Context: an optimization exercise on an open-source flow, tuned for small area, a short achievable clock period and few clock cycles per item. The choices shown serve that exercise and are no tape-out recipe. RTL that was checked went through simulation tests only; none was proved equivalent to the original. Only the layout flow was run in run 3; the RTL was not checked for function there.

## design/flow/constraint.sdc

```tcl
create_clock -name core_clock -period 11.0 [get_ports {clk}]
set_input_delay 2.2000 -clock core_clock [delete_from_list [all_inputs] [get_ports {clk}]]
set_output_delay 2.2000 -clock core_clock [all_outputs]
set_load 0.01 [all_outputs]
```

## design/flow/config.mk

```make
export PLATFORM = sky130hd
export DESIGN_NAME = muldiv_sequencer
export DESIGN_NICKNAME = muldiv_sequencer
export VERILOG_FILES = /design/flow/design.v
export SDC_FILE = /design/flow/constraint.sdc
export NUM_CORES = 4
export LEC_CHECK = 0
export CAP_MARGIN = 20
export CORE_MARGIN = 2
export CORE_UTILIZATION = 40
export SETUP_SLACK_MARGIN = 5
export SLEW_MARGIN = 20
```

## design/flow/run.sh

```bash
#!/bin/bash
# synth_recipe.tcl (not shown) runs the flow's synth.tcl, then flattens the netlist and writes it again
# the make line also repeats each setting of config.mk as NAME=value (left out here)
make -C /OpenROAD-flow-scripts/flow DESIGN_CONFIG=/design/flow/config.mk WORK_HOME=/design/flow/orfs CLKGATE_MAP_FILE= SYNTH_SCRIPT=/design/flow/synth_recipe.tcl finish
```

## design/flow/design.v

```verilog
module muldiv_sequencer #(
   parameter int WIDTH = 32
) (
   input  logic              clk,
   input  logic              rst,
   input  logic              op_valid,
   input  logic [1:0]        op_code,
   input  logic [WIDTH-1:0]  src_a,
   input  logic [WIDTH-1:0]  src_b,
   input  logic              flush,
   output logic              busy,
   output logic              res_valid,
   output logic [WIDTH-1:0]  res_hi,
   output logic [WIDTH-1:0]  res_lo
);
   localparam int N = 39;
   localparam logic [5:0] B_ZERO  = 6'b000_000;
   localparam logic [5:0] B_ADD1  = 6'b000_001;    
   localparam logic [5:0] B_SUB1  = 6'b000_101;    
   localparam logic [5:0] B_ADD2  = 6'b000_010;    
   localparam logic [5:0] B_SUB2  = 6'b000_110;    
   localparam logic [5:0] B_ADD4  = 6'b001_000;    
   localparam logic [5:0] B_SUB4  = 6'b101_000;    
   logic st_mul_q, st_pre_q, st_neg_q, st_aln_q, st_itr_q, st_fxr_q, st_fxq_q, st_done_q;
   logic st_mul_d, st_pre_d, st_neg_d, st_aln_d, st_itr_d, st_fxr_d, st_fxq_d, st_done_d;
   logic [31:0] h_q, h_d, l_q, l_d;
   logic [34:0] d_q, d_d;           
   logic [5:0]  bc_q, bc_d;         
   logic        s_mul_q, s_l_q, s_inv_q;    
   logic [4:0]  cnt_q, cnt_d;
   logic [1:0]  e_q, e_d;           
   logic        na_q, na_d;         
   logic        nb_q, nb_d;         
   wire idle = ~(st_mul_q | st_pre_q | st_neg_q | st_aln_q | st_itr_q |
                 st_fxr_q | st_fxq_q | st_done_q);
   wire op_signed = ~op_code[0];
   wire accept    = idle & op_valid & ~flush;
   wire [35:0] bx  = {{4{op_signed & src_a[31]}}, src_a};
   wire [36:0] bxs = {bx, 1'b0};
   function automatic logic [2:0] bdec(input logic [2:0] t);    
      logic zero, two;
      zero = (t == 3'b000) | (t == 3'b111);
      two  = (t == 3'b100) | (t == 3'b011);
      bdec = {t[2] & ~zero, two, ~zero & ~two};
   endfunction
   logic [5:0] dw [9];
   always_comb
      for (int k = 0; k < 9; k++)
         dw[k] = {bdec(bxs[4*k+2 +: 3]), bdec(bxs[4*k +: 3])};
   logic [35:0] sfx;
   logic [8:0]  js_oh;
   logic [3:0]  js;
   logic [5:0]  dw_js;
   always_comb begin
      sfx[35] = 1'b1;
      for (int t = 34; t >= 0; t--) sfx[t] = sfx[t+1] & (bx[t] == bx[35]);
      js_oh[0] = sfx[3];
      for (int j = 1; j < 8; j++) js_oh[j] = sfx[4*j+3] & ~sfx[4*j-1];
      js_oh[8] = ~sfx[31];
      js    = '0;
      dw_js = '0;
      for (int j = 0; j < 9; j++) begin
         if (js_oh[j]) js = js | j[3:0];
         dw_js = dw_js | ({6{js_oh[j]}} & dw[j]);
      end
   end
   logic [5:0] dw_nx;
   always_comb begin
      dw_nx = '0;
      for (int k = 0; k < 8; k++)
         if (cnt_q[3:0] == k + 1) dw_nx = dw[k];
   end
   function automatic logic [35:0] booth(input logic [2:0] c, input logic [34:0] a);
      logic [34:0] y;
      y     = ({35{c[0]}} & a) | ({35{c[1]}} & {a[33:0], 1'b0});
      booth = {c[2], y ^ {35{c[2]}}};
   endfunction
   wire [35:0]  bt1 = booth(bc_q[5:3], d_q);
   wire [35:0]  bt0 = booth(bc_q[2:0], d_q);
   wire         n1  = bt1[35];
   wire         n0  = bt0[35];
   wire [N-1:0] i1  = {{2{bt1[34]}}, bt1[34:0], n1, n1};    
   wire [N-1:0] i2  = {{4{bt0[34]}}, bt0[34:0]};
   logic [N-1:0] i0;
   always_comb begin
      if (s_mul_q)      i0 = {6'd0, h_q[0], l_q, 4'b0000};
      else if (s_l_q)   i0 = {7'd0, ~l_q};
      else              i0 = {7'd0, h_q ^ {32{s_inv_q}}};
   end
   wire cl = n1 | s_inv_q | s_l_q;
   wire [N-1:0] cs_s = i0 ^ i1 ^ i2;
   wire [N-1:0] cs_c = (i0 & i1) | (i0 & i2) | (i1 & i2);
   wire [N-1:0] t    = cs_s + {cs_c[N-2:0], cl} + {{(N-1){1'b0}}, n0};    
   wire         q    = ~t[N-1];
   wire         fast = t[N-1];                  
   wire         fixq = na_q ^ nb_q;
   logic [26:0] hu;
   always_comb begin
      logic all1, all0, inc, dec;
      inc = ~e_q[1] & e_q[0];
      dec = e_q[1];
      all1 = 1'b1; all0 = 1'b1;
      for (int i = 0; i < 27; i++) begin
         hu[i] = h_q[5+i] ^ ((inc & all1) | (dec & all0));
         all1 = all1 & h_q[5+i];
         all0 = all0 & ~h_q[5+i];
      end
   end
   always_comb begin
      st_mul_d = 1'b0; st_pre_d = 1'b0; st_neg_d = 1'b0; st_aln_d = 1'b0;
      st_itr_d = 1'b0; st_fxr_d = 1'b0; st_fxq_d = 1'b0; st_done_d = 1'b0;
      h_d = h_q; l_d = l_q; d_d = d_q; bc_d = B_ZERO; cnt_d = cnt_q; e_d = e_q;
      na_d = na_q; nb_d = nb_q;
      if (idle) begin
         na_d = op_signed & src_a[31];
         nb_d = op_signed & src_b[31];
         l_d  = '0;
         e_d  = 2'b00;
         if (op_code[1]) begin
            h_d      = src_a;
            d_d      = {{3{op_signed & src_b[31]}}, src_b};
            bc_d     = (op_signed & src_b[31]) ? B_ADD1 : B_SUB1;
            st_pre_d = accept;
         end else begin
            h_d      = '0;
            d_d      = {{3{op_signed & src_b[31]}}, src_b};
            bc_d     = dw_js;
            cnt_d    = {1'b0, js};
            st_mul_d = accept;
         end
      end
      if (st_mul_q) begin
         h_d   = {hu[22:0], h_q[4:1], t[36:32]};
         l_d   = t[31:0];
         e_d   = t[38:37];
         bc_d  = dw_nx;
         cnt_d = cnt_q - 5'd1;
         if (cnt_q == 5'd0) st_done_d = 1'b1;
         else               st_mul_d  = 1'b1;
      end
      if (st_pre_q) begin
         cnt_d = 5'd1;
         bc_d  = nb_q ? B_ADD4 : B_SUB4;
         if (fast)      st_done_d = 1'b1;
         else if (na_q) begin st_neg_d = 1'b1; bc_d = B_ZERO; end
         else           st_aln_d  = 1'b1;
      end
      if (st_neg_q) begin
         h_d      = t[31:0];
         bc_d     = nb_q ? B_ADD4 : B_SUB4;
         st_aln_d = 1'b1;
      end
      if (st_aln_q) begin
         if (q && cnt_q != 5'd31) begin
            d_d      = {d_q[32:0], 2'b00};
            cnt_d    = cnt_q + 5'd2;
            bc_d     = nb_q ? B_ADD4 : B_SUB4;
            st_aln_d = 1'b1;
         end else begin
            bc_d     = nb_q ? B_ADD2 : B_SUB2;
            st_itr_d = 1'b1;
         end
      end
      if (st_itr_q) begin
         if (q) h_d = t[31:0];
         l_d   = {l_q[30:0], q};
         if (!cnt_q[0]) d_d = {{2{d_q[34]}}, d_q[34:2]};
         cnt_d = cnt_q - 5'd1;
         if (cnt_q[0]) bc_d = nb_q ? B_ADD1 : B_SUB1;
         else          bc_d = nb_q ? B_ADD2 : B_SUB2;
         if (cnt_q == 5'd0) begin
            bc_d = B_ZERO;
            if (na_q)      st_fxr_d  = 1'b1;
            else if (fixq) st_fxq_d  = 1'b1;
            else           st_done_d = 1'b1;
         end else st_itr_d = 1'b1;
      end
      if (st_fxr_q) begin
         h_d = t[31:0];
         if (fixq) st_fxq_d  = 1'b1;
         else      st_done_d = 1'b1;
      end
      if (st_fxq_q) begin
         l_d       = t[31:0];
         st_done_d = 1'b1;
      end
      if (flush) begin
         st_mul_d = 1'b0; st_pre_d = 1'b0; st_neg_d = 1'b0; st_aln_d = 1'b0;
         st_itr_d = 1'b0; st_fxr_d = 1'b0; st_fxq_d = 1'b0; st_done_d = 1'b0;
      end
   end
   always_ff @(posedge clk) begin
      s_mul_q <= st_mul_d;
      s_l_q   <= st_fxq_d;
      s_inv_q <= st_neg_d | st_fxr_d | (st_pre_d & na_d);
   end
   always_ff @(posedge clk or posedge rst) begin
      if (rst) begin
         st_mul_q  <= 1'b0;
         st_pre_q  <= 1'b0;
         st_neg_q  <= 1'b0;
         st_aln_q  <= 1'b0;
         st_itr_q  <= 1'b0;
         st_fxr_q  <= 1'b0;
         st_fxq_q  <= 1'b0;
         st_done_q <= 1'b0;
      end else begin
         st_mul_q  <= st_mul_d;
         st_pre_q  <= st_pre_d;
         st_neg_q  <= st_neg_d;
         st_aln_q  <= st_aln_d;
         st_itr_q  <= st_itr_d;
         st_fxr_q  <= st_fxr_d;
         st_fxq_q  <= st_fxq_d;
         st_done_q <= st_done_d;
      end
   end
   always_ff @(posedge clk) begin
      h_q   <= h_d;
      l_q   <= l_d;
      d_q   <= d_d;
      bc_q  <= bc_d;
      cnt_q <= cnt_d;
      e_q   <= e_d;
      na_q  <= na_d;
      nb_q  <= nb_d;
   end
   assign busy      = op_valid & ~flush & ~st_done_q;
   assign res_valid = st_done_q;
   assign res_hi    = {hu, h_q[4:0]};
   assign res_lo    = l_q;
endmodule
```

==> results of run 1 <==
==> kinds of logic (layout without fill, tap and decap cells) <==
kind of cell    Yosys count  after routing
compound gates          527            527
simple gates            533            533
mux                      62             62
fa+ha+maj                88             88
xor+xnor                176            176
flops                   125            125
buf+inv                 236            281
==> state kept, by name, summed over array words and instances (netlist names), 2 cells and up <==
name   cells
cnt_q      5
h_q       32
bc_q       6
l_q       32
e_q        2
d_q       35
==> cells in the final DEF (no fill, tap or decap), types with 67 or more instances in the layout <==
cell type                         synthesis  final
sky130_fd_sc_hd__dfxtp_1                 80     76
sky130_fd_sc_hd__o21ai_0                108    108
sky130_fd_sc_hd__nand2_1                248    248
sky130_fd_sc_hd__a22oi_1                 77     77
sky130_fd_sc_hd__clkdlybuf4s50_1          0    135
sky130_fd_sc_hd__a21oi_1                114    113
sky130_fd_sc_hd__nor2_1                 112    108
sky130_fd_sc_hd__xnor2_1                109    108
sky130_fd_sc_hd__xor2_1                  67     67
sky130_fd_sc_hd__inv_1                   92     92
==> worst max-delay path: stages (launching register included) <==
cell                              delay, ns
sky130_fd_sc_hd__dfxtp_1               0.39
sky130_fd_sc_hd__or4b_1                0.64
sky130_fd_sc_hd__nor4_4                0.29
sky130_fd_sc_hd__nand2b_1              0.21
sky130_fd_sc_hd__nor2_1                0.29
sky130_fd_sc_hd__nand3_1               0.17
sky130_fd_sc_hd__o21ai_0               0.22
sky130_fd_sc_hd__xor2_1                0.32
sky130_fd_sc_hd__clkdlybuf4s50_1       0.62
==> path summary, 6_finish.rpt <==
check / cells past startpoint / to / from / slack (ns)
worst max-delay path: 8 / res_hi[27] / h_q[5] / 5.21
worst min-delay path: 2 / d_q[11] / d_q[13] / 0.56
worst max register to register: 14 / h_q[1] / bc_q[5] / 5.38
worst min register to register: 2 / d_q[11] / d_q[13] / 0.56
max in group asynchronous: 2 / st_fxq_q / rst / 8.77
min in group asynchronous: 2 / st_pre_q / rst / 2.00
==> cell usage after synthesis, drive strengths merged (6+ instances only) <==
cell    instances
nand2         248
a21oi         115
o21ai         113
nor2          112
clkbuf        111
xnor2         109
inv            92
dfxtp          80
a22oi          77
xor2           67
mux2i          61
ha             48
a211oi         46
fa             40
edfxtp         37
buf            30
nor3           27
nand3          21
a31oi          20
a222oi         19
a22o           17
nand2b         17
nand4          16
a21o           15
and3           15
and2           14
nor2b          14
nor4           12
o31ai          11
a221oi          9
o211ai          9
o221ai          9
dfrtp           8
or3             7
a211o           6
o21a            6
or2             6
or4             6
==> timing repair <==
action / 4_1_cts / 5_1_grt
buffers inserted: 0 / 0
pin swaps: 0 / 1
resized for setup: 1 / 6
setup endpoints to repair: 3 / 45
gates cloned: 0 / 0
==> cell type report <==
class                   instances  area [sq um]
fillers                      3454         17800
clock inverters                13           145
flip-flops and latches        125          2920
clock buffers                  19           454
multi-input cells            1386          9670
well taps                     448           561
repair buffers                154          1500
inverters                      95           357
==> metal layers <==
metal | vias up | routed length (microns) | GRT usage, %
li1 | 6340 | - | -
met1 | 6522 | 22000 | 39.5
met2 | 575 | 22000 | 42.5
met3 | 78 | 3540 | 4.26
met4 | 0 | 1330 | 8.30
met5 | - | 0 | 0
==> metrics by stage <==
stage | setup WS, ns | cells
2_1_floorplan | 6.01 | 1747
3_3_place_gp | 5.25 | 2208
3_5_place_dp | 5.19 | 2208
4_1_cts | 5.05 | 2240
5_1_grt | 5.01 | 2240
6_report | 5.21 | 2240
==> metrics list, run 1 <==
- Worst-case hold slack: 0.562 ns
* Non-Filler Cell Area, Final: 15600 sq um
- The worst setup path is captured at a primary output.
- In this run, distinct cell masters in the synthesized netlist total 85.
- The first global-routing pass estimated 75900 microns of wire.
* Fraction of synthesized cell area taken by the top area cell type: 11.9%
- Once layout is complete, the utilization of the core stands at 46.8%.
* Maximum buffer depth of the clock tree: 2
- The run finished with no timing, DRC or antenna violations.
* DR iter-0 viols: 1607
- After detailed placement, the total cell area comes to 15000 sq um.
- After floorplanning, the core was divided into 67 placement rows.
- Top cell type by total area after synthesis: sky130_fd_sc_hd__dfxtp_1
- Number of instances in the synthesized netlist: 1747
- Detail-routed net length per standard cell: 21.8 microns
* Average size of a mapped cell: 7.70 sq um
- The final layout contains routed wiring with a total length of 48900 microns.
- Synthesized-area fraction occupied by ao, oa, aoi and oai cells: 26.6%
- Leading cell types by total area after synthesis: sky130_fd_sc_hd__dfxtp_1, sky130_fd_sc_hd__edfxtp_1, sky130_fd_sc_hd__xnor2_1, sky130_fd_sc_hd__nand2_1, sky130_fd_sc_hd__fa_1
- Across the run, the number of max-cap violations was 0.
* Max FO, Critical Path: 6
- Routed Antenna Nets: 0
- Flops & latches, synth: 125
* Fraction of the mapped netlist area in simple logic gates: 18.3%
* Port Buffer Count: 135
* Synthesized Nets: 1905
- CP Data Required Time: 8.80 ns
- The cell area that synthesis handed to floorplanning was 13500 sq um.
- Xor/xnor share of the synthesized area: 11.5%
* Portion of netlist area occupied by mux cells: 4.62%
- Overflow left after global routing: 0
- Combinational family with the most area after synthesis: compound AO/OA/AOI/OAI gates
- In this run the number of H-tree levels came out at 4.
- STA classifies the critical path startpoint as a flip-flop.
- Based on the critical path, the design can be clocked at up to 173 MHz.
* Clock transition at path regs: 0.07 ns
- Width of the die: 187 microns
* Clock period minus final worst setup slack: 5.79 ns
* Number of buffers created by CTS: 17
- The number of antenna diodes in the final layout is 0.
* Async set or reset register ratio after synthesis: 6.40%
* Worst-case headroom to the max-slew limit: 24.9%
* Part of the Yosys area used for sequential elements: 21.6%
- The first TritonRoute pass finished after 6 iterations.
* Routed vias: 13500
* Growth of design area from synthesis to finish: 15.9%
- The final-report max-slew violation count is 0.
- The clock reaches the later pin of the worst-skew pair after 0.44 ns.
- Buffers inserted to repair hold after CTS numbered 0.
* Total track usage: 27.5%
- Vias per cell: 6.03
- On the final layout, the worst clock skew is 0.0166 ns.
- Clock tree sinks: 125
* Share of synthesized cell area in full adder, half adder and majority cells: 10.4%
- In the final design database the tool counted 1937 nets.
- Data on the critical path arrives at its endpoint at 3.59 ns.
- Pin count of the biggest net entering global routing: 71
* Number of flops mapped to enable cells by yosys: 37
- Count of warnings emitted by yosys: 2
- Clock tree from TritonCTS: built
- The tightest min-delay check is of the reg -> reg type.
- RD Place Congestion: 0.933
* Worst Tran Pin Value: 1.11 ns
- DRC: 0
* Hold violation count in the final report: 0
- The number of antenna violations at the first check in global routing is 0.
- In this run the count of I/O pins placed on the die edge is 136.
- In the synthesized netlist the dominant register cell turns out to be sky130_fd_sc_hd__dfxtp_1.
* CORE AREA: 33400 sq um
- Setup repair after global routing left no endpoint under its margin.
- Half-perimeter wire length of the detailed placement result: 37300 microns
- The number of global-route vias before repair is 12700.
* Sum of negative setup slack: 0 ns
* Critical path class: reg -> out
- Number of failing setup endpoints in the final timing report: 0
* Fraction of layout instances using a drive strength above 1: 4.91%
- Clock root buffer master: sky130_fd_sc_hd__clkbuf_16
- Effective utilization at floorplan: 40.3%
* Overall die height: 187 microns
- Final period utilization: 52.6%
- Die outline area: 35100 sq um
Testbench counts, summed over its fixed seeds: cycles 23,050, ops 2,400.
==> run 2: changes to the inputs <==
==> design/flow/flow/run.sh (new file) <==
#!/bin/bash
# The standard layout (standard.sh: unchanged synthesis and steps), except that the
# buffers placed on the ports are plain buf_2 cells rather than the placer's default choice.
set -euo pipefail
bash standard.sh "BUFFER_PORTS_ARGS=-buffer_cell sky130_fd_sc_hd__buf_2" finish > make.log 2>&1
==> design/flow/standard.sh (new file) <==
#!/bin/bash
# synth_recipe.tcl (not shown) runs the flow's synth.tcl, then flattens the netlist and writes it again
# the make line also repeats each setting of config.mk as NAME=value (left out here)
make -C /OpenROAD-flow-scripts/flow DESIGN_CONFIG=/design/flow/config.mk WORK_HOME=/design/flow/orfs CLKGATE_MAP_FILE= SYNTH_SCRIPT=/design/flow/synth_recipe.tcl "${@:-finish}"
removed: design/flow/run.sh
==> metrics list, run 2 <==
* Leading cell types by total area after synthesis: sky130_fd_sc_hd__dfxtp_1, sky130_fd_sc_hd__edfxtp_1, sky130_fd_sc_hd__xnor2_1, sky130_fd_sc_hd__nand2_1, sky130_fd_sc_hd__fa_1
* Global-route wire length before repair: 72800 microns
* Critical path, cell by cell: buf_4, xor2_1, nor2_1, a211oi_1, a21oi_1, fa_1, inv_1, ha_1, a21oi_1, o21ai_0, a221oi_1, nand3_1, nor3_2, o21a_1, o211a_2, buf_6, mux2i_1, o21ai_0
- For the finished layout, the period the worst path requires is 5.63 ns.
* Critical path class: reg -> reg
* Kind of capture point of the worst setup path: flip-flop
- In the final layout, the registers with the most flip-flops are d_q x35, h_q x32, l_q x32.
* Growth of design area from synthesis to finish: 10.7%
* Clock root buffer master: sky130_fd_sc_hd__clkbuf_16
- Initial antenna violation count: 0
- Setup violations remaining at the end of the flow were counted as 0.
- Max incr delay on CP: 0.55 ns
* Width of the die: 187 microns
- The netlist uses 85 different library cells.
* Routed Antenna Nets: 0
- The final layout contains routed wiring with a total length of 47600 microns.
- Final Max Slew Viols: 0
- Once detailed placement completed, the half-perimeter wirelength came to 36600 microns.
- The initialized floorplan defines 67 standard-cell rows.
* DRC: 0
- Clock transition at path regs: 0.06 ns
* Sum of negative setup slack: 0 ns
- Synthesized Nets: 1905
- Setup repair after global routing missed its margin: true
* Max reg flops: 35
* Number of flops mapped to enable cells by yosys: 37
- Clock tree sinks: 125
* RD Place Congestion: 0.955
* Number of nets at the end of the flow: 1940
- Synthesis produced a netlist whose cell count is 1747.
- Measured on the finished design, the core utilization comes to 44.7%.
- In this run, CTS created clock tree buffers numbering 17.
* CORE AREA: 33400 sq um
- After synthesis the cells add up to 13500 sq um.
* Detailed Routing Iterations Pass 1: 9
- After detailed routing, the average wire length per cell comes to 21.2 microns.
* Buffers & Inverters on Critical Path: 3
- Using the TritonRoute via totals, the vias-per-cell ratio works out to 6.02.
* Max FO, Critical Path: 38
- For this run, the top clock speed supported by timing is 178 MHz.
* Count of warnings emitted by yosys: 2
- DR iter-0 viols: 1538
* CP Data Required Time: 11.29 ns
* Average size of a mapped cell: 7.70 sq um
- Summing the sequential cell areas from Yosys gives 21.6% of the chip area.
* Setup slack after placement: 5.33 ns
* Overall die height: 187 microns
* Most common library cell in the layout ignoring fill and taps: sky130_fd_sc_hd__nand2_1
* Result of the run: timing/DRC/antenna clean
* Post-route clock skew: 0.0101 ns
- Post-synth top cells: sky130_fd_sc_hd__nand2_1, sky130_fd_sc_hd__a21oi_1, sky130_fd_sc_hd__nor2_1, sky130_fd_sc_hd__clkbuf_1, sky130_fd_sc_hd__xnor2_1
* Total number of H-tree levels: 4
- Final period utilization: 51.2%
- Effective utilization at floorplan: 40.3%
- Of all flip-flops after synthesis, the portion carrying an async set or reset was 6.40%.
* Most common cell in the netlist: sky130_fd_sc_hd__nand2_1
- Maximum buffer depth of the clock tree: 2
* Overflow left after global routing: 0
- Top reg by flops: d_q
* Number of max-cap violations: 0
- Final critical-path setup slack: 5.37 ns
- Clock latency at the later pin of the worst-skew pair: 0.43 ns
* Clock tree from TritonCTS: built
* Port Buffer Count: 135
- The worst pin sits at a relative slew slack of 26.4%.
- Pin count of the biggest net entering global routing: 71
- The slowest stage of the critical path belongs to the cell sky130_fd_sc_hd__fa_1.
- In the final layout, the share of cells above drive strength 1 is 12.5%.
* Top cell type by total area after synthesis: sky130_fd_sc_hd__dfxtp_1
- The number of setup buffers added after CTS is 0.
- The floorplan step defined a die boundary enclosing 35100 sq um.
- Of the post-synthesis cell area, the dominant cell type holds 11.9%.
- Data arrives at the worst endpoint at 5.92 ns.
- Hold violation count in the final report: 0
- Among cell families on the critical path, the largest total delay comes from compound AO/OA/AOI/OAI gates.
- In the layout the commonest cells are sky130_fd_sc_hd__nand2_1, sky130_fd_sc_hd__buf_2, sky130_fd_sc_hd__a21oi_1.
- The path class of the tightest hold or removal check is reg -> reg.
* Routed vias: 13500
- Global routing consumed, over all layers together, 26.5% of the routing resources.
- The worst setup path is launched from a flip-flop.
- The repair_antennas step left the layout with diodes totalling 0.
- Most used flip-flop cell after synthesis: sky130_fd_sc_hd__dfxtp_1
- In this run, synthesis produced a sequential element count of 125.
* Number of top-level design ports: 136
- Via count of the first global-routing pass: 12300
* Worst Tran Pin Value: 1.10 ns
[run 2: cell count changes in the layout (fill, tap and decap cells not counted), sizes merged]
| cell | change |
|---|---|
| buf | +138 |
| clkdlybuf4s50 | -135 |
| clkbuf | -2 |
| clkinvlp | +2 |
| bufinv | +1 |
| clkinv | -1 |
[run 2: per-layer routing]
metal / wire [microns] / global-route usage [%] / share of wire [%] / vias to the layer above
met2: 21300 / 41.2 / 45 / 580
met3: 3510 / 5.07 / 7.4 / 86
met5: 0 / 0 / 0 / -
li1: - / - / - / 6348
met1: 21400 / 37.2 / 45 / 6478
met4: 1360 / 8.03 / 2.8 / 0
[run 2: final cells by class]
| type | count | area, sq um |
|---|---|---|
| clock inverter | 15 | 160 |
| sequential | 125 | 2920 |
| timing repair buffer | 157 | 845 |
| fill | 3478 | 18500 |
| clock buffer | 17 | 425 |
| multi-input combinational | 1386 | 9640 |
| tap | 448 | 561 |
| inverter | 95 | 357 |
[run 2: final timing paths]
path	start	endpoint	slack (ns)	cells after the start
setup reg to reg	s_inv_q	d_q[23]	5.37	18
hold reg to reg	d_q[20]	d_q[18]	0.56	2
max in group asynchronous	rst	st_fxq_q	9.05	2
setup / recovery	s_inv_q	d_q[23]	5.37	18
hold / removal	d_q[20]	d_q[18]	0.56	2
min in group asynchronous	rst	st_aln_q	1.71	2
[run 2: metrics by stage]
| stage | hold WS (ns) | instances | instance area (sq um) |
|---|---|---|---|
| after floorplan | 0.459 | 1747 | 13500 |
| after global placement | 0.526 | 2211 | 14300 |
| after detailed placement | 0.532 | 2211 | 14300 |
| after CTS | 0.547 | 2243 | 14900 |
| after global routing | 0.581 | 2243 | 14900 |
| final | 0.557 | 2243 | 14900 |
[run 2: cell families (layout without fill, tap and decap cells)]
group                    after synthesis  after routing  synth area share [%]
multiplexers                          62             62                  4.62
buffers and inverters                236            284                  7.00
AO/OA/AOI/OAI                        527            527                  26.6
adder cells (fa/ha/maj)               88             88                  10.4
XOR/XNOR                             176            176                  11.5
flip-flops                           125            125                  21.6
AND/OR/NAND/NOR                      533            533                  18.3
[run 2: tightest hold or removal path, cell delays in order (launching register included)]
cell	delay [ns]
sky130_fd_sc_hd__dfxtp_1	0.37
sky130_fd_sc_hd__nand2_1	0.08
sky130_fd_sc_hd__o21ai_0	0.06
[run 2: what timing repair did]
action,4_1_cts,5_1_grt
hold endpoints to repair,0,0
hold buffers,0,0
endpoints found under the setup margin,0,35
gates resized for setup,0,2
==> run 3: changes to the inputs <==
--- a/design/flow/design.v
+++ b/design/flow/design.v
@@ -44,31 +44,21 @@
       bdec = {t[2] & ~zero, two, ~zero & ~two};
    endfunction
-   logic [5:0] dw [9];
-   always_comb
-      for (int k = 0; k < 9; k++)
-         dw[k] = {bdec(bxs[4*k+2 +: 3]), bdec(bxs[4*k +: 3])};
    logic [35:0] sfx;
-   logic [8:0]  js_oh;
    logic [3:0]  js;
-   logic [5:0]  dw_js;
    always_comb begin
       sfx[35] = 1'b1;
       for (int t = 34; t >= 0; t--) sfx[t] = sfx[t+1] & (bx[t] == bx[35]);
-      js_oh[0] = sfx[3];
-      for (int j = 1; j < 8; j++) js_oh[j] = sfx[4*j+3] & ~sfx[4*j-1];
-      js_oh[8] = ~sfx[31];
-      js    = '0;
-      dw_js = '0;
-      for (int j = 0; j < 9; j++) begin
-         if (js_oh[j]) js = js | j[3:0];
-         dw_js = dw_js | ({6{js_oh[j]}} & dw[j]);
-      end
-   end
-   logic [5:0] dw_nx;
-   always_comb begin
-      dw_nx = '0;
-      for (int k = 0; k < 8; k++)
-         if (cnt_q[3:0] == k + 1) dw_nx = dw[k];
-   end
+      js = 4'd8;
+      for (int j = 7; j >= 0; j--)
+         if (sfx[4*j+3]) js = j[3:0];
+   end
+   wire [3:0] widx = idle ? js : cnt_q[3:0] - 4'd1;
+   logic [4:0] wsel;
+   always_comb begin
+      wsel = '0;
+      for (int k = 0; k < 9; k++)
+         if (widx == k) wsel = bxs[4*k +: 5];
+   end
+   wire [5:0] dw_sel = {bdec(wsel[4:2]), bdec(wsel[2:0])};
    function automatic logic [35:0] booth(input logic [2:0] c, input logic [34:0] a);
       logic [34:0] y;
@@ -125,5 +115,5 @@
             h_d      = '0;
             d_d      = {{3{op_signed & src_b[31]}}, src_b};
-            bc_d     = dw_js;
+            bc_d     = dw_sel;
             cnt_d    = {1'b0, js};
             st_mul_d = accept;
@@ -134,5 +124,5 @@
          l_d   = t[31:0];
          e_d   = t[38:37];
-         bc_d  = dw_nx;
+         bc_d  = dw_sel;
          cnt_d = cnt_q - 5'd1;
          if (cnt_q == 5'd0) st_done_d = 1'b1;
==> metrics list, run 3 <==
- Maximum buffer depth of the clock tree: 2
* Leading cell types by total area after synthesis: sky130_fd_sc_hd__dfxtp_1, sky130_fd_sc_hd__edfxtp_1, sky130_fd_sc_hd__xnor2_1, sky130_fd_sc_hd__fa_1, sky130_fd_sc_hd__nand2_1
* CORE AREA: 31400 sq um
- Overflow left after global routing: 0
* Max Clk Rate: 157 MHz
* Effective utilization at floorplan: 40.4%
- Along the worst path, the maximum fanout reaches 4.
- Summing all placed instances gives a cell area of 13500 sq um.
- Number of top-level design ports: 136
* DR iter-0 viols: 1047
- Non-Filler Cell Area, Final: 14200 sq um
- Depth of the most critical reg-to-reg path: 17
- The floorplan step defined a die boundary enclosing 33100 sq um.
* Top reg by flops: d_q
- Sum of negative setup slack: 0 ns
* Filler Cells Inserted: 3197
* Number of stages on the worst hold path: 2
- The detail route stage leaves a number of antenna-violating nets equal to 0.
- In this run, synthesis inferred 37 flip-flops with an integrated enable.
- Detail-routed net length per standard cell: 20.3 microns
* Synthesized Nets: 1808
- In this run the critical register-to-register path is launched from s_inv_q.
- Total number of H-tree levels: 4
- Number of nets at the end of the flow: 1861
- Half-perimeter wire length of the detailed placement result: 32300 microns
- At the later pin of the worst-skew pair, clock insertion delay measures 0.44 ns.
- Post-synth top cells: sky130_fd_sc_hd__nand2_1, sky130_fd_sc_hd__nor2_1, sky130_fd_sc_hd__a21oi_1, sky130_fd_sc_hd__xnor2_1, sky130_fd_sc_hd__clkbuf_1
* Top cell type by total area after synthesis: sky130_fd_sc_hd__dfxtp_1
- In this run the biggest area consumer among cell types represents 12.6% of the synthesized area.
* Hold violation count in the final report: 0
* Data arrival, critical path: 4.16 ns
- Critical path, cell by cell: nor4b_4, nand4_2, or4_4, or4_4, or3_4, or4_4, or4_4, buf_4, nor2_2, a21oi_1, xnor2_1, buf_2
* Count of warnings emitted by yosys: 1
* Clock tree from TritonCTS: built
- Using the TritonRoute via totals, the vias-per-cell ratio works out to 5.90.
* Global-route wire length before repair: 66400 microns
- Subtracting the final worst setup slack from the clock period gives 6.36 ns.
* Setup repair after global routing missed its margin: true
* Post-route clock skew: 0.0147 ns
* Cell with the largest stage delay on the worst path: sky130_fd_sc_hd__or4_4
- The top cell types in the final layout, fill and taps aside, are sky130_fd_sc_hd__nand2_1, sky130_fd_sc_hd__nor2_1, sky130_fd_sc_hd__buf_2.
* Destination of the worst hold path: d_q[31]
- Max-cap violations in this run came to 0.
- Final period utilization: 57.8%
- The post-route netlist has 13.8% of its cells at a drive strength greater than 1.
* Most common cell in the netlist: sky130_fd_sc_hd__nand2_1
- Hold repair after CTS inserted 0 buffers.
* DRC: 0
- At the end of routability-driven placement, the weighted congestion stood at 1.01.
- During placement, the flow inserted port buffers numbering 135.
* Pin count of the biggest net entering global routing: 75
* Buffers & Inverters on Critical Path: 2
- The largest registers in the layout are d_q x35, h_q x32, l_q x32.
- On the worst path, the slowest cell contributes a delay of 0.51 ns.
* Flops & latches, synth: 125
- Counting every instance in the synthesized netlist gives 1651.
- Clock tree sinks: 125
* Routed vias: 12500
- Share of the core filled with cells: 45.2%
- Worst Tran Pin Value: 1.09 ns
- Sequential cells were found to cover 23.0% of the synthesized design area.
* Kind of capture point of the worst setup path: primary output
- CP delay by family, top: simple AND/OR/NAND/NOR gates
- Number of antenna repair diodes: 0
- Async set or reset register ratio after synthesis: 6.40%
- Number of failing setup endpoints in the final timing report: 0
- In this run the horizontal extent of the chip is 182 microns.
- Growth of design area from synthesis to finish: 11.9%
- Among all flip-flop cells after synthesis, the most frequent one is sky130_fd_sc_hd__dfxtp_1.
* Crit path launch: h_q[6]
- Summing all multi-input logic gate instances after layout gives 8970 sq um.
- The final-report max-slew violation count was 0.
- Startpoint of the tightest hold check path: d_q[33]
* Worst-case hold slack: 0.540 ns
- Number of placement rows: 65
- The worst setup path is of the reg -> out kind.
- The register with the most flip-flops in the layout has 35 of them.
- Total track usage: 25.4%
- The first detailed-routing pass took 8 iterations.
- Final wirelength: 42900 microns
* Number of buffers created by CTS: 17
- The cell sitting at the root of the clock tree is a sky130_fd_sc_hd__clkbuf_16.
- Leaving out fill and tap cells, the most frequent cell in the layout is sky130_fd_sc_hd__nand2_1.
* Capturing point of the worst reg2reg path: cnt_q[1]
- The number of global-route vias before repair was 11400.
- Worst-case headroom to the max-slew limit: 26.4%
* Count of distinct cell types in the synthesized netlist: 74
- Average size of a mapped cell: 7.68 sq um
- The most numerous cell type found on the critical path is sky130_fd_sc_hd__or4_4.
* Clock transition at path regs: 0.07 ns
* Synth Cell Area: 12700 sq um
* Initial antenna violation count: 0
- Overall die height: 182 microns
- The worst setup path is launched from a flip-flop.
- The setup check on the worst reg-to-reg path leaves a slack of 5.34 ns.
- The flow ran to the end and the layout has no timing, DRC or antenna violations.
- CP Data Required Time: 8.80 ns
* Type of the worst min-delay path: reg -> reg
- In the final layout, flip-flops and latches occupy 2930 sq um.
## run 3: worst register-to-register path, stage by stage (launching register included)
cell and delay (ns):
sky130_fd_sc_hd__dfxtp_4 0.70, sky130_fd_sc_hd__xor2_1 0.22, sky130_fd_sc_hd__nor2_1 0.08, sky130_fd_sc_hd__a211o_1 0.32
sky130_fd_sc_hd__fa_1 0.46, sky130_fd_sc_hd__fa_1 0.46, sky130_fd_sc_hd__fa_1 0.48, sky130_fd_sc_hd__nor2b_1 0.18
sky130_fd_sc_hd__o31a_1 0.23, sky130_fd_sc_hd__o21a_1 0.16, sky130_fd_sc_hd__o21a_1 0.19, sky130_fd_sc_hd__o211a_1 0.25
sky130_fd_sc_hd__o211ai_1 0.20, sky130_fd_sc_hd__a211o_1 0.39, sky130_fd_sc_hd__nand3_2 0.27, sky130_fd_sc_hd__and3_1 0.58
sky130_fd_sc_hd__nor3_1 0.11, sky130_fd_sc_hd__o31a_1 0.26
## run 3: repair_timing
action / CTS / global route
buffers inserted: 7 / 3
setup endpoints to repair: 13 / 85
pin swaps: 6 / 4
resized for setup: 7 / 14
## run 3: layer usage
| layer | vias up | wire length (microns) | part of all wire (%) | global-route usage, % |
|---|---|---|---|---|
| met2 | 579 | 18400 | 43 | 38.0 |
| met4 | 0 | 1190 | 2.8 | 8.97 |
| met5 | - | 0 | 0 | 0 |
| met1 | 5901 | 19700 | 46 | 36.9 |
| met3 | 64 | 3590 | 8.4 | 4.15 |
| li1 | 5966 | - | - | - |
## run 3: how the worst max path moves through the flow
| stage | endpoint | slack [ns] | cells past startpoint |
|---|---|---|---|
| after floorplan | res_hi[31] | 5.22 | 11 |
| after global placement | bc_q[3] | 4.95 | 13 |
| after detailed placement | bc_q[3] | 4.83 | 13 |
| after global routing | res_hi[31] | 4.56 | 11 |
| final | res_hi[29] | 4.64 | 12 |
| after CTS | res_hi[31] | 4.68 | 11 |
## run 3: area by class of cell
type | instances | area share, %
multi-input combinational | 1302 | 63.2
sequential | 125 | 20.7
timing repair buffer | 162 | 6.22
tap | 402 | 3.54
clock buffer | 17 | 3.00
inverter | 96 | 2.57
clock inverter | 15 | 0.776
## run 3: through the flow
step,std cells,worst slack [ns]
floorplan,1651,5.22
global placement,2077,4.95
detailed placement,2077,4.83
CTS,2116,4.68
global route,2119,4.56
finish,2119,4.64
## run 3: logic make-up after synthesis
family,Yosys count,share of synthesized area (%)
multiplexers,28,2.23
XOR/XNOR,166,11.5
AND/OR/NAND/NOR,536,19.7
flip-flops,125,23.0
adder cells (fa/ha/maj),87,11.0
AO/OA/AOI/OAI,485,25.8
buffers and inverters,224,6.90
==> run 4: changes to the inputs <==
--- a/design/flow/design.v
+++ b/design/flow/design.v
@@ -44,20 +44,29 @@
       bdec = {t[2] & ~zero, two, ~zero & ~two};
    endfunction
-   logic [35:0] sfx;
+   logic [31:0] sa_sfx;              
+   logic [8:0]  js_oh;               
    logic [3:0]  js;
    always_comb begin
-      sfx[35] = 1'b1;
-      for (int t = 34; t >= 0; t--) sfx[t] = sfx[t+1] & (bx[t] == bx[35]);
-      js = 4'd8;
-      for (int j = 7; j >= 0; j--)
-         if (sfx[4*j+3]) js = j[3:0];
-   end
-   wire [3:0] widx = idle ? js : cnt_q[3:0] - 4'd1;
-   logic [4:0] wsel;
-   always_comb begin
-      wsel = '0;
-      for (int k = 0; k < 9; k++)
-         if (widx == k) wsel = bxs[4*k +: 5];
-   end
+      logic [8:0] oh;
+      sa_sfx[31] = 1'b1;
+      for (int t = 30; t >= 0; t--) sa_sfx[t] = sa_sfx[t+1] & (src_a[t] == src_a[31]);
+      oh[0] = sa_sfx[3];
+      for (int j = 1; j < 8; j++) oh[j] = sa_sfx[4*j+3] & ~sa_sfx[4*j-1];
+      oh[8] = ~sa_sfx[31];             
+      js_oh = (~op_signed & src_a[31]) ? 9'b1_0000_0000 : oh;
+      js = '0;
+      for (int j = 0; j < 9; j++)
+         if (js_oh[j]) js = js | j[3:0];
+   end
+   logic [4:0] w_idle, w_run;
+   always_comb begin
+      w_idle = '0;
+      w_run  = '0;
+      for (int k = 0; k < 9; k++) begin
+         w_idle = w_idle | ({5{js_oh[k]}} & bxs[4*k +: 5]);
+         if (cnt_q[3:0] == k + 1) w_run = bxs[4*k +: 5];
+      end
+   end
+   wire [4:0] wsel = idle ? w_idle : w_run;
    wire [5:0] dw_sel = {bdec(wsel[4:2]), bdec(wsel[2:0])};
    function automatic logic [35:0] booth(input logic [2:0] c, input logic [34:0] a);
--- a/design/flow/config.mk
+++ b/design/flow/config.mk
@@ -6,4 +6,5 @@
 export NUM_CORES = 4
 export LEC_CHECK = 0
+export ABC_AREA = 1
 export CAP_MARGIN = 20
 export CORE_MARGIN = 2
==> metrics list, run 4 <==
* Result of the run: timing/DRC/antenna clean
- Number of buffers created by CTS: 17
* Pin count of the biggest net entering global routing: 68
* Max incr delay on CP: 0.95 ns
- Largest registers: d_q x35, h_q x32, l_q x32
- The H-tree was split into 4 levels.
* Count of distinct cell types in the synthesized netlist: 54
- Row generation in the floorplan step produced 68 rows.
- The highest layer touched by signal routing is met4.
* Clock tree sinks: 125
- Along the worst path, the maximum fanout reaches 33.
- The synthesized netlist occupies a cell area of 13800 sq um.
- Routed vias: 14700
- Overall die height: 190 microns
* RD Place Congestion: 1.01
* DR iter-0 viols: 1325
* Number of antenna repair diodes: 0
- Port Buffer Count: 135
* Number of instances in the synthesized netlist: 2158
- The first global-routing pass estimated 79900 microns of wire.
- The area growth from synthesis to layout is 10.7%.
- Across the run, the number of max-cap violations was 0.
* Flops & latches, synth: 125
- Fraction of layout instances using a drive strength above 1: 9.19%
- Ranked by total cell area, the synthesized netlist is headed by sky130_fd_sc_hd__nand2_1, sky130_fd_sc_hd__dfxtp_1, sky130_fd_sc_hd__inv_1, sky130_fd_sc_hd__edfxtp_1, sky130_fd_sc_hd__o21ai_0.
- Across the whole layout, storage elements account for 2920 sq um.
- Final period utilization: 50.3%
- Number of top-level design ports: 136
* Synthesized-area fraction occupied by ao, oa, aoi and oai cells: 22.4%
- Overflow left after global routing: 0
- Commonest cells after routing, fill and taps aside: sky130_fd_sc_hd__nand2_1, sky130_fd_sc_hd__inv_1, sky130_fd_sc_hd__o21ai_0
- In this run the critical register-to-register path is captured at h_q[4].
* Fraction of the mapped netlist area in simple logic gates: 23.4%
- In this run the critical register-to-register path is launched from s_inv_q.
- The most critical setup path has its startpoint at s_inv_q.
- Critical path class: reg -> reg
- In this run the remaining antenna-violating nets after routing total 0.
- For the worst setup path, the data required time is 11.32 ns.
* Data arrival, critical path: 5.86 ns
- Clock latency at the later pin of the worst-skew pair: 0.44 ns
* Critical path, cell by cell: xnor2_1, o21ai_0, o21ai_0, fa_1, inv_1, ha_1, a21oi_1, o21ai_0, a21oi_1, nand2_1, nand2_1, nand3_1, nand2_1, nand2_4, nand2_2, nand3_2, inv_2, nand3_1, o21a_1
- In this run the standard cell core region covers 34300 sq um.
- TritonCTS built the clock tree.
- Among all flip-flop cells after synthesis, the most frequent one is sky130_fd_sc_hd__dfxtp_1.
- STA classifies the critical path endpoint as a flip-flop.
* Via count of the first global-routing pass: 13800
* Fraction of synthesized cell area taken by the top area cell type: 12.2%
- Die outline area: 36100 sq um
- Using the TritonRoute via totals, the vias-per-cell ratio works out to 5.46.
- Async set or reset register ratio after synthesis: 6.40%
- Clock-pin slew was measured on the worst setup and hold paths at 0.06 ns.
- Number of flops mapped to enable cells by yosys: 37
* Detailed Routing Iterations Pass 1: 6
* Met3 Routed Length: 3640 microns
- Final wirelength: 52600 microns
* Setup repair after global routing missed its margin: false
- Max Clk Rate: 181 MHz
- Adding up every negative setup slack in the final design gives 0 ns.
- For this block, wires on met1 add up to 21900 microns.
- In this run the worst hold path is classified as reg -> reg.
* Synthesized Nets: 2316
- For this run, the number of Yosys warnings is 1.
- The final number of hold-violating endpoints was 0.
- Sequential cells were found to cover 21.1% of the synthesized design area.
* Average size of a mapped cell: 6.41 sq um
- After legalization and detailed placement, the total HPWL measured 42900 microns.
* Depth of the most critical reg-to-reg path: 19
* Maximum buffer depth of the clock tree: 2
- Initial antenna violation count: 0
* Most common library cell in the layout ignoring fill and taps: sky130_fd_sc_hd__nand2_1
- Filler Cells Inserted: 3685
* Number of failing setup endpoints in the final timing report: 0
* Register-to-register path setup slack: 5.46 ns
- Max reg flops: 35
- Final Max Slew Viols: 0
* Total track usage: 29.1%
- Among all stages on the critical path, the largest delay is contributed by sky130_fd_sc_hd__dfxtp_2.
* Clock root buffer master: sky130_fd_sc_hd__clkbuf_16
* Number of nets at the end of the flow: 2386
- For this run, design rule violations remaining after detail routing come to 0.
- Detail-routed net length per standard cell: 19.5 microns
- Effective utilization at floorplan: 40.3%
- Post-CTS setup buffer count: 0
* Total length of routed met2 wires: 24900 microns
* Most common cell in the netlist: sky130_fd_sc_hd__nand2_1
- Top reg by flops: d_q
* Top cell type by total area after synthesis: sky130_fd_sc_hd__nand2_1
* Xor/xnor share of the synthesized area: 9.24%
- Worst-case headroom to the max-slew limit: 32.2%
* Kind of start point of the critical path: flip-flop
- After layout, the minimum clock period comes to 5.54 ns.
* Portion of netlist area occupied by mux cells: 0.217%
* Post-synth top cells: sky130_fd_sc_hd__nand2_1, sky130_fd_sc_hd__inv_1, sky130_fd_sc_hd__o21ai_0, sky130_fd_sc_hd__nor2_1, sky130_fd_sc_hd__a21oi_1
- Post-route clock skew: 0.0143 ns
- Share of synthesized cell area in full adder, half adder and majority cells: 10.1%
- For the pin with the worst max-slew slack, the measured transition is 1.02 ns.
- After synthesis, the largest family of logic cells by area is simple AND/OR/NAND/NOR gates.
* Area of the multi-input gates: 9060 sq um
- Worst setup path endpoint: h_q[4]
- From left edge to right edge, the die measures 190 microns.
==> run 4: cell types whose count changed after synthesis, moves of 36 or more <==
cell and change:
sky130_fd_sc_hd__inv_1 +277, sky130_fd_sc_hd__nand2_1 +249, sky130_fd_sc_hd__o21ai_0 +130, sky130_fd_sc_hd__o22ai_1 +92, sky130_fd_sc_hd__xnor2_1 -65, sky130_fd_sc_hd__a22oi_1 -60, sky130_fd_sc_hd__o21ai_1 +59, sky130_fd_sc_hd__nand3_1 +51
sky130_fd_sc_hd__clkbuf_1 -45, sky130_fd_sc_hd__xor2_1 +45, sky130_fd_sc_hd__a211oi_1 -38, sky130_fd_sc_hd__and3_1 -38, sky130_fd_sc_hd__o31ai_1 -36
==> run 4: routing by layer <==
metal  GRT usage (%)  vias up
li1                -     7216
met1            37.2     6825
met2            49.0      590
met3            4.37       93
met4            12.3        0
met5               0        -
==> run 4: final cells by class <==
cell class | instances | area share, %
clock buffer | 20 | 3.13
sequential | 125 | 19.0
clock inverter | 12 | 0.629
tap | 455 | 3.72
multi-input combinational | 1557 | 59.1
timing repair buffer | 144 | 4.85
inverter | 383 | 9.49
==> run 4: how the worst min path moves through the flow <==
stage | endpoint | start | slack [ns] | depth (start not counted)
floorplan | st_neg_q | na_q | 0.46 | 2
detailed placement | st_neg_q | na_q | 0.50 | 2
global route | st_neg_q | na_q | 0.56 | 2
CTS | st_neg_q | na_q | 0.52 | 2
global placement | st_neg_q | na_q | 0.51 | 2
finish | st_neg_q | na_q | 0.53 | 2
==> run 4: critical path: cells and delay by family, from the launching register on <==
kind                     cells  cell delay (ns)
AO/OA/AOI/OAI                6             1.49
XOR/XNOR                     1             0.16
adder cells (fa/ha/maj)      2             0.90
buffers and inverters        2             0.60
flip-flops                   1             0.95
AND/OR/NAND/NOR              8             1.28
==> run 4: kinds of logic (layout without fill, tap and decap cells) <==
group / count (synthesis) / after routing
compound gates: 548 / 548
xor+xnor: 146 / 146
fa+ha+maj: 88 / 88
buf+inv: 476 / 559
flops: 125 / 125
mux: 3 / 3
simple gates: 772 / 772
==> run 4: stage by stage <==
stage	instance area [sq um]	utilization, %	hold WS (ns)	setup WS [ns]	instances
after floorplan	13800	-	0.464	6.32	2158
after global placement	14700	42.9	0.512	5.39	2664
after detailed placement	14700	42.9	0.504	5.32	2664
after CTS	15300	44.6	0.522	5.31	2696
after global routing	15300	44.7	0.558	5.00	2696
final	15300	44.7	0.526	5.46	2696
==> run 4: repair_timing <==
action	4_1_cts	5_1_grt
hold buffers	0	0
hold endpoints to repair	0	0
gates resized for setup	0	4
endpoints found under the setup margin	0	18
Testbench counts of run 4, summed over its fixed seeds: cycles 23,050, ops 2,400.
==> run 5: changes to the inputs <==
--- a/design/flow/config.mk
+++ b/design/flow/config.mk
@@ -6,5 +6,4 @@
 export NUM_CORES = 4
 export LEC_CHECK = 0
-export ABC_AREA = 1
 export CAP_MARGIN = 20
 export CORE_MARGIN = 2
==> metrics list, run 5 <==
- The worst setup path is launched from a flip-flop.
- Top Metal Used: met4
- Register-to-register path setup slack: 5.23 ns
* Number of nets at the end of the flow: 1853
- Clock tree from TritonCTS: built
* Most used flip-flop cell after synthesis: sky130_fd_sc_hd__dfxtp_1
- Kind of capture point of the worst setup path: primary output
* Synthesized Nets: 1817
* Worst-case hold slack: 0.545 ns
* Number of top-level design ports: 136
- Half-perimeter wire length of the detailed placement result: 35700 microns
- In this run the most critical hold path is launched from na_q.
* Number of max-cap violations: 0
* RD Place Congestion: 0.930
- At the later pin of the worst-skew pair, clock insertion delay measures 0.43 ns.
- For this run, the slowest stage of the critical path takes 0.61 ns.
- Leaving out filler cells and counting taps, the final layout contains 2151.
- After routing, the total negative slack on setup checks comes to 0 ns.
* Detailed Routing Iterations Pass 1: 8
- The min-delay analysis places its worst path in the category reg -> reg.
- The initial utilization of the core area, before any placement, comes to 40.4%.
- Final period utilization: 52.4%
- The average instance in the mapped netlist occupies 7.86 sq um.
- In this run the remaining antenna-violating nets after routing total 0.
- For this block, the initial DRC count from the detailed router was 1359.
* Placed instance area: 13900 sq um
- The synthesized design contains 37 enable-type register cells.
- Maximum buffer depth of the clock tree: 2
- Via count of the first global-routing pass: 11700
* Die outline area: 34100 sq um
- Data arrives at the worst endpoint at 3.57 ns.
- In the final layout, the registers with the most flip-flops are d_q x35, h_q x32, l_q x32.
* Flops & latches, synth: 125
* Initial antenna violation count: 2
- Row generation in the floorplan step produced 66 rows.
- Total number of H-tree levels: 4
- The flow ran to the end and the layout has no timing, DRC or antenna violations.
- Max reg flops: 35
* Pin count of the biggest net entering global routing: 70
- Clock tree sinks: 125
- Summing the areas of all compound-gate instances in the mapped netlist gives 26.7% of the synthesized area.
- Leading cell types by total area after synthesis: sky130_fd_sc_hd__dfxtp_1, sky130_fd_sc_hd__edfxtp_1, sky130_fd_sc_hd__xnor2_1, sky130_fd_sc_hd__fa_1, sky130_fd_sc_hd__ha_1
- Clock transition at path regs: 0.07 ns
- Worst-case headroom to the max-slew limit: 30.6%
- Summed over all nets, wire length on met3 after detailed routing comes to 3780 microns.
- Global-route wire length before repair: 70300 microns
* Overflow left after global routing: 0
- Of the cells placed in the final design, the portion with a size suffix greater than 1 is 12.5%.
* DRC: 0
* Number of stages on the worst hold path: 2
- The synthesized netlist contains 81 unique library cells.
- Total track usage: 27.1%
- The worst register-to-register path ends at d_q[4].
- Sorting the synthesized cells by how often they occur yields sky130_fd_sc_hd__nand2_1, sky130_fd_sc_hd__nor2_1, sky130_fd_sc_hd__clkbuf_1, sky130_fd_sc_hd__xnor2_1, sky130_fd_sc_hd__a21oi_1.
- Depth of the most critical reg-to-reg path: 16
- Critical path class: reg -> out
- Port buffering added 135 buffers.
- For this run, the number of Yosys warnings is 1.
* Cell count after placement: 2117
- Setup repair after global routing could not meet its margin everywhere.
- Summing every instance area after synthesis gives 13000 sq um.
* Portion of netlist area occupied by mux cells: 3.13%
- Non-Filler Cell Area, Final: 14500 sq um
- Static timing analysis puts the maximum clock frequency at 173 MHz.
- Detail-routed net length per standard cell: 21.8 microns
- For the pin with the worst max-slew slack, the measured transition is 1.04 ns.
* Fraction of the mapped netlist area in simple logic gates: 19.4%
- Along the worst path, the maximum fanout reaches 6.
- The worst path needs 5.77 ns of the cycle, external delays included.
- Filler Cells Inserted: 3237
- Final Max Slew Viols: 0
- Clock root buffer master: sky130_fd_sc_hd__clkbuf_16
- After synthesis, the largest family of logic cells by area is compound AO/OA/AOI/OAI gates.
- Across the routed clock network, the largest skew measured is 0.0185 ns.
* Final wirelength: 47000 microns
* Number of buffers created by CTS: 17
- The largest total area in the synthesized netlist belongs to sky130_fd_sc_hd__dfxtp_1.
* Routed vias: 13000
- Cell with the largest stage delay on the worst path: sky130_fd_sc_hd__or4b_4
- From synthesis to final layout, the design area changed by 11.3%.
* Vias per cell: 6.06
* Share of the core filled with cells: 45.0%
* Total length of routed met2 wires: 20600 microns
- By instance count, the leading cell after synthesis is sky130_fd_sc_hd__nand2_1.
- Xor/xnor share of the synthesized area: 10.8%
- WL met1: 21400 microns
* CP Data Required Time: 8.80 ns
- The worst hold path terminates at na_q.
- CORE AREA: 32300 sq um
* Width of the die: 185 microns
- Commonest cells after routing, fill and taps aside: sky130_fd_sc_hd__buf_2, sky130_fd_sc_hd__nand2_1, sky130_fd_sc_hd__nor2_1
* Hold violation count in the final report: 0
* Launch point of the worst reg-to-reg path: s_inv_q
- Summed over its instances, the top area cell type makes up 12.3% of the synthesized netlist area.
- d_q holds more flip-flops than any other register.
- Most common library cell in the layout ignoring fill and taps: sky130_fd_sc_hd__buf_2
* Number of failing setup endpoints in the final timing report: 0
- Async set or reset register ratio after synthesis: 6.40%
* Critical path, cell by cell: or4b_4, nor4b_2, and3_1, nand3_1, or4_1, nor3_1, mux2i_1, xnor2_1, buf_2
- Measured along the y axis, the die boundary spans 185 microns.
- Part of the Yosys area used for sequential elements: 22.3%
* Number of instances in the synthesized netlist: 1659
- Share of synthesized cell area in full adder, half adder and majority cells: 10.7%
[run 5: changes by cell type after synthesis, sizes merged, moves of 33 or more]
cell     previous run  this run
nand2             454       127
inv               374        86
o21ai             256        81
o22ai              95         6
a22oi              10        71
xnor2              47       104
nor3               23        79
nand3              91        47
clkbuf             66       109
and2                0        42
xor2               99        57
a211oi              1        35
a2111oi             0        33
[run 5: worst max-delay path by stage]
stage	start	depth (start not counted)	end	slack, ns
after CTS	h_q[5]	9	res_hi[31]	5.08
after global routing	s_inv_q	16	d_q[21]	4.90
after floorplan	s_inv_q	19	h_q[18]	5.88
after global placement	s_inv_q	15	h_q[2]	4.98
final	h_q[5]	9	res_hi[31]	5.23
after detailed placement	s_inv_q	15	h_q[2]	4.93
[run 5: worst max-delay path: cells and delay by family (launching register included)]
| family | cells | cell delay, ns |
|---|---|---|
| xor gates and xnor gates | 1 | 0.24 |
| DFF | 1 | 0.38 |
| muxes | 1 | 0.14 |
| and+or+nand+nor | 6 | 2.19 |
| buffers and inverters | 1 | 0.18 |
[run 5: cell type report]
class                           count  area [sq um]  share of cell area, %
Inverter                           91           342                   2.35
Clock buffer                       22           507                   3.49
Antenna cell                        1          2.50                 0.0172
Multi-Input combinational cell   1307          9270                   63.8
Timing Repair Buffer              153           811                   5.58
Sequential cell                   125          2920                   20.1
Clock inverter                     10           124                  0.853
Tap cell                          442           553                   3.81
[run 5: kinds of logic after synthesis]
family	count (synthesis)
compound gates	500
xor+xnor	161
fa+ha+maj	88
buf+inv	228
flops	125
mux	39
simple gates	518
[run 5: per-layer routing]
metal,up-vias,global-route usage [%]
met4,0,9.15
met3,66,4.25
li1,6130,-
met5,-,0
met2,589,41.0
met1,6253,38.9
[run 5: stage by stage]
step | setup slack [ns]
floorplan | 5.88
global placement | 4.98
detailed placement | 4.93
CTS | 5.08
global route | 4.90
finish | 5.23
[run 5: repair_timing]
item / CTS / global route
pin swaps: 0 / 1
hold buffers: 0 / 0
gates resized for setup: 2 / 2
endpoints found under the setup margin: 3 / 7
setup buffers: 0 / 0
cloned: 0 / 1
==> run 6: changes to the inputs <==
==> design/flow/flow/run.sh (replaced) <==
#!/bin/bash
# The standard layout (standard.sh: unchanged synthesis and steps), except that the
# buffers placed on the ports are plain buf_2 cells rather than the placer's default choice,
# and the timing repair aims 5.5 ns below the clock period.
set -euo pipefail
bash standard.sh "BUFFER_PORTS_ARGS=-buffer_cell sky130_fd_sc_hd__buf_2" SETUP_SLACK_MARGIN=5.5 finish > make.log 2>&1
==> metrics list, run 6 <==
* Result of the run: timing/DRC/antenna clean
* Final period utilization: 49.5%
- sky130_fd_sc_hd__dfxtp_1 takes more of the synthesized area than any other cell.
- Part of the Yosys area used for sequential elements: 22.3%
* Synthesized Nets: 1817
- Total number of H-tree levels: 4
- The die is 185 microns wide.
* Overflow left after global routing: 0
- The largest registers in the layout are d_q x35, h_q x32, l_q x32.
- Final wirelength: 47500 microns
- Maximum buffer depth of the clock tree: 2
- Vias per cell: 6.10
* Critical path class: reg -> out
- Max reg flops: 35
* Commonest cells after routing, fill and taps aside: sky130_fd_sc_hd__buf_2, sky130_fd_sc_hd__nand2_1, sky130_fd_sc_hd__nor2_1
- Type of the worst min-delay path: reg -> reg
- Clock tree sinks: 125
* Number of flops mapped to enable cells by yosys: 37
- Clock period minus final worst setup slack: 5.45 ns
* Clock tree from TritonCTS: built
- Synth Cell Area: 13000 sq um
* Data arrival, critical path: 3.25 ns
* Number of failing setup endpoints in the final timing report: 0
- Setup repair after global routing missed its margin: true
- The wire-length estimate of the detail-placed layout is 35700 microns.
- Max Clk Rate: 183 MHz
- The worst setup path is captured at a primary output.
* Routed Antenna Nets: 0
* Worst-case headroom to the max-slew limit: 30.8%
- The die covers 34100 sq um.
- The share of synthesized area in the top cell type comes to 12.3%.
- Cells fill 45.5% of the core in the end.
- Most common cell in the netlist: sky130_fd_sc_hd__nand2_1
* CP Data Required Time: 8.80 ns
- The final-report max-slew violation count was 0.
- Growth of design area from synthesis to finish: 12.5%
- At the end of routability-driven placement, the weighted congestion stood at 0.930.
- Worst Tran Pin Value: 1.04 ns
- Clock root buffer master: sky130_fd_sc_hd__clkbuf_16
* DRC: 0
* Setup slack after placement: 4.93 ns
* Fraction of layout instances using a drive strength above 1: 13.3%
* Async set or reset register ratio after synthesis: 6.40%
* Clock latency at the later pin of the worst-skew pair: 0.43 ns
- For this design the top-level I/O count stands at 136.
* Global-route wire length before repair: 71400 microns
- The number of antenna violations at the first check in global routing is 2.
- The placed instances occupy a cell area of 13900 sq um.
- Synthesis handed over a netlist of 1659 instances.
- Final critical-path setup slack: 5.55 ns
* Total track usage: 27.5%
* Hold violation count in the final report: 0
- For this configuration, the core starts out at a cell density of 40.4%.
- In this run, the number of DRC markers left after iteration 0 of detailed routing was 1441.
* Detail-routed net length per standard cell: 22.0 microns
- After clock tree synthesis, the clock-pin slew on the worst setup and hold paths is 0.07 ns.
- Routed vias: 13100
- Flops & latches, synth: 125
- Along the worst path, the maximum fanout reaches 7.
* Top reg by flops: d_q
- Most common library cell in the layout ignoring fill and taps: sky130_fd_sc_hd__buf_2
* CORE AREA: 32300 sq um
- Count of distinct cell types in the synthesized netlist: 81
- Most used flip-flop cell after synthesis: sky130_fd_sc_hd__dfxtp_1
* Port Buffer Count: 135
* Non-Filler Cell Area, Final: 14700 sq um
- Average size of a mapped cell: 7.86 sq um
* Post-synth top cells: sky130_fd_sc_hd__nand2_1, sky130_fd_sc_hd__nor2_1, sky130_fd_sc_hd__clkbuf_1, sky130_fd_sc_hd__xnor2_1, sky130_fd_sc_hd__a21oi_1
- Via count of the first global-routing pass: 11800
- Post-route clock skew: 0.0204 ns
* Number of max-cap violations: 0
- For this run, the post-layout net count is 1858.
* Number of buffers created by CTS: 17
- Sum of negative setup slack: 0 ns
* Pin count of the biggest net entering global routing: 70
* Detailed Routing Iterations Pass 1: 7
- Number of placement rows: 66
* Count of warnings emitted by yosys: 1
* Overall die height: 185 microns
- Leading cell types by total area after synthesis: sky130_fd_sc_hd__dfxtp_1, sky130_fd_sc_hd__edfxtp_1, sky130_fd_sc_hd__xnor2_1, sky130_fd_sc_hd__fa_1, sky130_fd_sc_hd__ha_1
* Kind of start point of the critical path: flip-flop
[run 6: changes by cell type in the layout (fill, tap and decap cells not counted), sizes merged]
cell  before  now
buf      153  158
[run 6: logic make-up after synthesis]
logic type      Yosys count  share of synthesized area, %
compound gates          500                          26.7
xor+xnor                161                          10.8
fa+ha+maj                88                          10.7
buf+inv                 228                          6.90
flops                   125                          22.3
mux                      39                          3.13
simple gates            518                          19.4
[run 6: repair_timing]
item                                    in CTS  in global routing
pin swaps                                    5                  7
endpoints found under the hold margin        0                  0
cloned                                       1                  0
buffers inserted                             2                  3
hold buffers                                 0                  0
resized for setup                           13                 14
endpoints found under the setup margin      77                 76
[run 6: final timing paths]
kind                            startpoint    endpoint  slack, ns  cells after the start
worst max-delay path                h_q[6]  res_hi[31]       5.55                      9
worst min-delay path                  na_q        na_q       0.54                      2
worst max register to register     bc_q[2]      h_q[2]       5.66                     14
worst min register to register        na_q        na_q       0.54                      2
max in group asynchronous              rst    st_fxr_q       9.05                      2
min in group asynchronous              rst    st_pre_q       1.71                      2
[run 6: metrics by stage]
stage,std cells,hold slack (ns)
after floorplan,1659,0.459
after detailed placement,2117,0.500
final,2156,0.537
after global placement,2117,0.493
after global routing,2155,0.583
after CTS,2152,0.518
[run 6: worst max-delay path, cell delays in order (launching register included)]
cell	delay (ns)
sky130_fd_sc_hd__dfxtp_2	0.36
sky130_fd_sc_hd__or4b_4	0.59
sky130_fd_sc_hd__nor4b_4	0.31
sky130_fd_sc_hd__and3_4	0.28
sky130_fd_sc_hd__nand3_2	0.12
sky130_fd_sc_hd__or4_4	0.48
sky130_fd_sc_hd__nor3_4	0.15
sky130_fd_sc_hd__mux2i_1	0.11
sky130_fd_sc_hd__xnor2_1	0.24
sky130_fd_sc_hd__buf_2	0.18
[run 6: layer usage]
metal | part of all wire [%] | wire, microns | vias to the layer above | GRT usage [%]
li1 | - | - | 6139 | -
met1 | 46 | 21600 | 6351 | 39.8
met2 | 44 | 20800 | 582 | 41.6
met3 | 7.6 | 3610 | 74 | 4.15
met4 | 3.0 | 1400 | 0 | 9.41
met5 | 0 | 0 | - | 0
[run 6: final cells by class]
| cell class | instances | area [sq um] |
|---|---|---|
| Multi-Input combinational cell | 1307 | 9340 |
| Tap cell | 442 | 553 |
| Clock inverter | 10 | 124 |
| Fill cell | 3222 | 17600 |
| Sequential cell | 125 | 2930 |
| Clock buffer | 22 | 507 |
| Inverter | 91 | 342 |
| Antenna cell | 1 | 2.50 |
| Timing Repair Buffer | 158 | 880 |

[separate check: timing with driven ports]
Ports are ideal in the flow. The routed layouts listed here were re-timed in OpenROAD. Step 1, drivers: a clkbuf_16 drives clk and a buf_2 each remaining input, both assumed. Step 2, shift: input delay + t, output delay - t, t = (earliest + latest rising clock arrival at the registers) / 2. This alone moves slack from input paths to output paths. Slacks: ideal ports / drivers / drivers and shift; pairs: ideal ports / drivers.
| run | t (ns) | slack for setup (ns) | hold slack, ns | worst setup path after step 2 | clock arrival spread, ns |
|---|---|---|---|---|---|
| run 1 | 0.489 | 5.210 / 5.155 / 5.101 | 0.562 / 0.562 / 0.562 | input to register | 0.017 / 0.017 |
| run 2 | 0.482 | 5.369 / 5.325 / 5.369 | 0.557 / 0.557 / 0.557 | register to register | 0.010 / 0.010 |
| run 3 | 0.487 | 4.642 / 4.591 / 4.849 | 0.540 / 0.540 / 0.540 | input to register | 0.014 / 0.014 |
| run 4 | 0.486 | 5.463 / 5.463 / 5.463 | 0.526 / 0.526 / 0.526 | register to register | 0.014 / 0.015 |
| run 5 | 0.475 | 5.233 / 5.182 / 5.235 | 0.545 / 0.545 / 0.545 | register to register | 0.019 / 0.019 |
| run 6 | 0.472 | 5.550 / 5.501 / 5.490 | 0.537 / 0.537 / 0.537 | input to register | 0.020 / 0.021 |
After both steps setup and hold are still met in every run listed. The setup slack of run 1, which loses most, moves by -0.055 ns with the drivers and by -0.109 ns with both steps.
